This is an optimization exercise on Yosys and OpenROAD, whose aim is small area, not a production implementation. Only simulation tests tie the RTL to the original design; equivalence was not proved. No activity file was given, so power comes from the tool's default toggle rates.

==> run a <==
Design feature_pipeline, start of the top module:
module feature_pipeline
(
    input  logic        clk,
    input  logic        reset_n,
    input  logic        start,
    input  logic [15:0] accel_x,
    input  logic [15:0] accel_y,
    input  logic [15:0] accel_z,
    output logic [15:0] feature_mean,
    output logic [15:0] feature_std,
    output logic        feature_valid
);
clock: 10.0 ns
lec_check: 0
cap_margin: 20
core_margin: 2
core_utilization: 40
cts_buf_list: sky130_fd_sc_hd__clkbuf_8
slew_margin: 20
synth_hierarchical: 1
run.sh (not shown) runs the stock make flow with config.mk's settings and CLKGATE_MAP_FILE= SYNTH_SCRIPT=/design/flow/synth_recipe.tcl, a recipe that flattens the netlist after the stock synthesis.
==> run b (differences from run a) <==
==> flow/flow/run.sh (new file) <==
#!/bin/bash
set -euo pipefail
export BUFFER_PORTS_ARGS="-buffer_cell sky130_fd_sc_hd__buf_1"
export CTS_ARGS="-sink_clustering_enable -repair_clock_nets -dont_use_dummy_load -buf_list sky130_fd_sc_hd__clkbuf_8"
bash standard.sh > flow_make.log 2>&1
==> flow/standard.sh (new file) <==
#!/bin/bash
# synth_recipe.tcl (not shown) runs the flow's synth.tcl, then flattens the netlist and writes it again
# the make line also repeats each setting of config.mk as NAME=value (left out here)
make -C /OpenROAD-flow-scripts/flow DESIGN_CONFIG=/design/flow/config.mk WORK_HOME=/design/flow/orfs CLKGATE_MAP_FILE= SYNTH_SCRIPT=/design/flow/synth_recipe.tcl "${@:-finish}"
- GPL_TIMING_DRIVEN: default -> 0
removed: flow/run.sh
==> run c (differences from run a) <==
--- a/flow/design.v
+++ b/flow/design.v
@@ -34,24 +34,12 @@
     input  logic a,
     input  logic b,
     output logic y
 );
     assign y = a | b;
 endmodule
-module fp_mux3
-(
-    input  logic a,
-    input  logic sa,
-    input  logic b,
-    input  logic sb,
-    input  logic c,
-    input  logic sc,
-    output logic y
-);
-    assign y = (a & sa) | (b & sb) | (c & sc);
-endmodule
 module fp_ha
 (
     input  logic a,
     input  logic b,
     output logic s,
     output logic co
@@ -234,23 +222,20 @@
     assign ndiff[13] = rb_26;
     assign ndiff[14] = rb_28;
     assign ndiff[15] = rb_30;
     assign ndiff[16] = rb_32;
     assign ndiff[17] = rb_34;
     assign diff_c = rb_35;
-    logic        sel_l, sel_a, sel_b;
-    logic [31:0] za, zb;
-    assign sel_l = load;
-    assign sel_a = ~load & phase_a;
-    assign sel_b = ~load & ~phase_a;
-    assign za    = {win[0], z_q[31:17], win[16:1]};
-    assign zb    = {z_q[29:16], 2'b00, z_q[13:0], z_q[31:30]};
-    for (genvar k = 0; k < 32; k++) begin : g_zmux
-        fp_mux3 u_zmux (.a(ex2[k]), .sa(sel_l), .b(za[k]), .sb(sel_a), .c(zb[k]), .sc(sel_b), .y(z_d[k]));
-    end
     always_comb begin
+        if (load) begin
+            z_d = ex2;
+        end else if (phase_a) begin
+            z_d = {win[0], z_q[31:17], win[16:1]};
+        end else begin
+            z_d = {z_q[29:16], 2'b00, z_q[13:0], z_q[31:30]};
+        end
         if (phase_a) begin
             nrem_d = ~{14'd0, win[16] & win[15], win[16] & ~win[15]};
             root_d = {15'd0, ge0};
         end else begin
             nrem_d = ge ? ndiff[15:0] : nrem_shift[15:0];
             root_d = {root_q[14:0], ge};
==> run d (differences from run a) <==
--- a/flow/design.v
+++ b/flow/design.v
@@ -34,24 +34,12 @@
     input  logic a,
     input  logic b,
     output logic y
 );
     assign y = a | b;
 endmodule
-module fp_mux3
-(
-    input  logic a,
-    input  logic sa,
-    input  logic b,
-    input  logic sb,
-    input  logic c,
-    input  logic sc,
-    output logic y
-);
-    assign y = (a & sa) | (b & sb) | (c & sc);
-endmodule
 module fp_ha
 (
     input  logic a,
     input  logic b,
     output logic s,
     output logic co
@@ -234,23 +222,20 @@
     assign ndiff[13] = rb_26;
     assign ndiff[14] = rb_28;
     assign ndiff[15] = rb_30;
     assign ndiff[16] = rb_32;
     assign ndiff[17] = rb_34;
     assign diff_c = rb_35;
-    logic        sel_l, sel_a, sel_b;
-    logic [31:0] za, zb;
-    assign sel_l = load;
-    assign sel_a = ~load & phase_a;
-    assign sel_b = ~load & ~phase_a;
-    assign za    = {win[0], z_q[31:17], win[16:1]};
-    assign zb    = {z_q[29:16], 2'b00, z_q[13:0], z_q[31:30]};
-    for (genvar k = 0; k < 32; k++) begin : g_zmux
-        fp_mux3 u_zmux (.a(ex2[k]), .sa(sel_l), .b(za[k]), .sb(sel_a), .c(zb[k]), .sc(sel_b), .y(z_d[k]));
-    end
     always_comb begin
+        if (load) begin
+            z_d = ex2;
+        end else if (phase_a) begin
+            z_d = {win[0], z_q[31:17], win[16:1]};
+        end else begin
+            z_d = {z_q[29:16], 2'b00, z_q[13:0], z_q[31:30]};
+        end
         if (phase_a) begin
             nrem_d = ~{14'd0, win[16] & win[15], win[16] & ~win[15]};
             root_d = {15'd0, ge0};
         end else begin
             nrem_d = ge ? ndiff[15:0] : nrem_shift[15:0];
             root_d = {root_q[14:0], ge};
==> flow/flow/run.sh (new file) <==
#!/bin/bash
set -euo pipefail
export BUFFER_PORTS_ARGS="-buffer_cell sky130_fd_sc_hd__buf_1"
export CTS_ARGS="-sink_clustering_enable -repair_clock_nets -dont_use_dummy_load -buf_list sky130_fd_sc_hd__clkbuf_8"
bash standard.sh > flow_make.log 2>&1
==> flow/standard.sh (new file) <==
#!/bin/bash
# synth_recipe.tcl (not shown) runs the flow's synth.tcl, then flattens the netlist and writes it again
# the make line also repeats each setting of config.mk as NAME=value (left out here)
make -C /OpenROAD-flow-scripts/flow DESIGN_CONFIG=/design/flow/config.mk WORK_HOME=/design/flow/orfs CLKGATE_MAP_FILE= SYNTH_SCRIPT=/design/flow/synth_recipe.tcl "${@:-finish}"
- GPL_TIMING_DRIVEN: default -> 0
removed: flow/run.sh
==> summary of the runs <==
- In clock power, run d and run b hardly differ.
- Run c ran to the end with no violations. Run b ran to the end with no violations. Run d ran to the end with no violations. Run a completed with no timing, DRC or antenna violations.
- In via count, run a and run d hardly differ.
- Between run b and run d, the lower die area is in run b (gap about 1.4%, measured against run d).
- Against run d, the sequential power of run a is larger by about 4%.

## afterwards: timing with drivers on the ports
Ports are ideal in the flow. The routed layouts listed here were re-timed in OpenROAD.
Step 1 assumes that a clkbuf_16 drives the clock port and a buf_2 every other input.
Step 2 adds t to the input delays and takes it off the output delays; t is the mean of the earliest and latest rising clock arrival at the registers after step 1. Input paths then give back, and output paths get back, about the clock's delay inside the block.
Three values: ideal, step 1, step 2; two values: the first two.
run	shift t [ns]	setup slack, ns	worst hold slack (ns)	worst setup path at the end	slew at the worst register clock pin (ns)
run a	0.504	0.434 / 0.434 / 0.260	0.441 / 0.441 / 0.441	input to register	0.12 / 0.12
run b	0.488	0.267 / 0.267 / 0.007	0.436 / 0.436 / 0.436	input to register	0.10 / 0.10
run c	0.494	0.521 / 0.521 / 0.277	0.444 / 0.444 / 0.444	input to register	0.12 / 0.12
run d	0.470	0.337 / 0.337 / 0.054	0.431 / 0.431 / 0.431	input to register	0.11 / 0.11
After both steps setup and hold are still met in every run listed. The setup slack of run d, which loses most, moves by 0.000 ns with the drivers and by -0.283 ns with both steps.
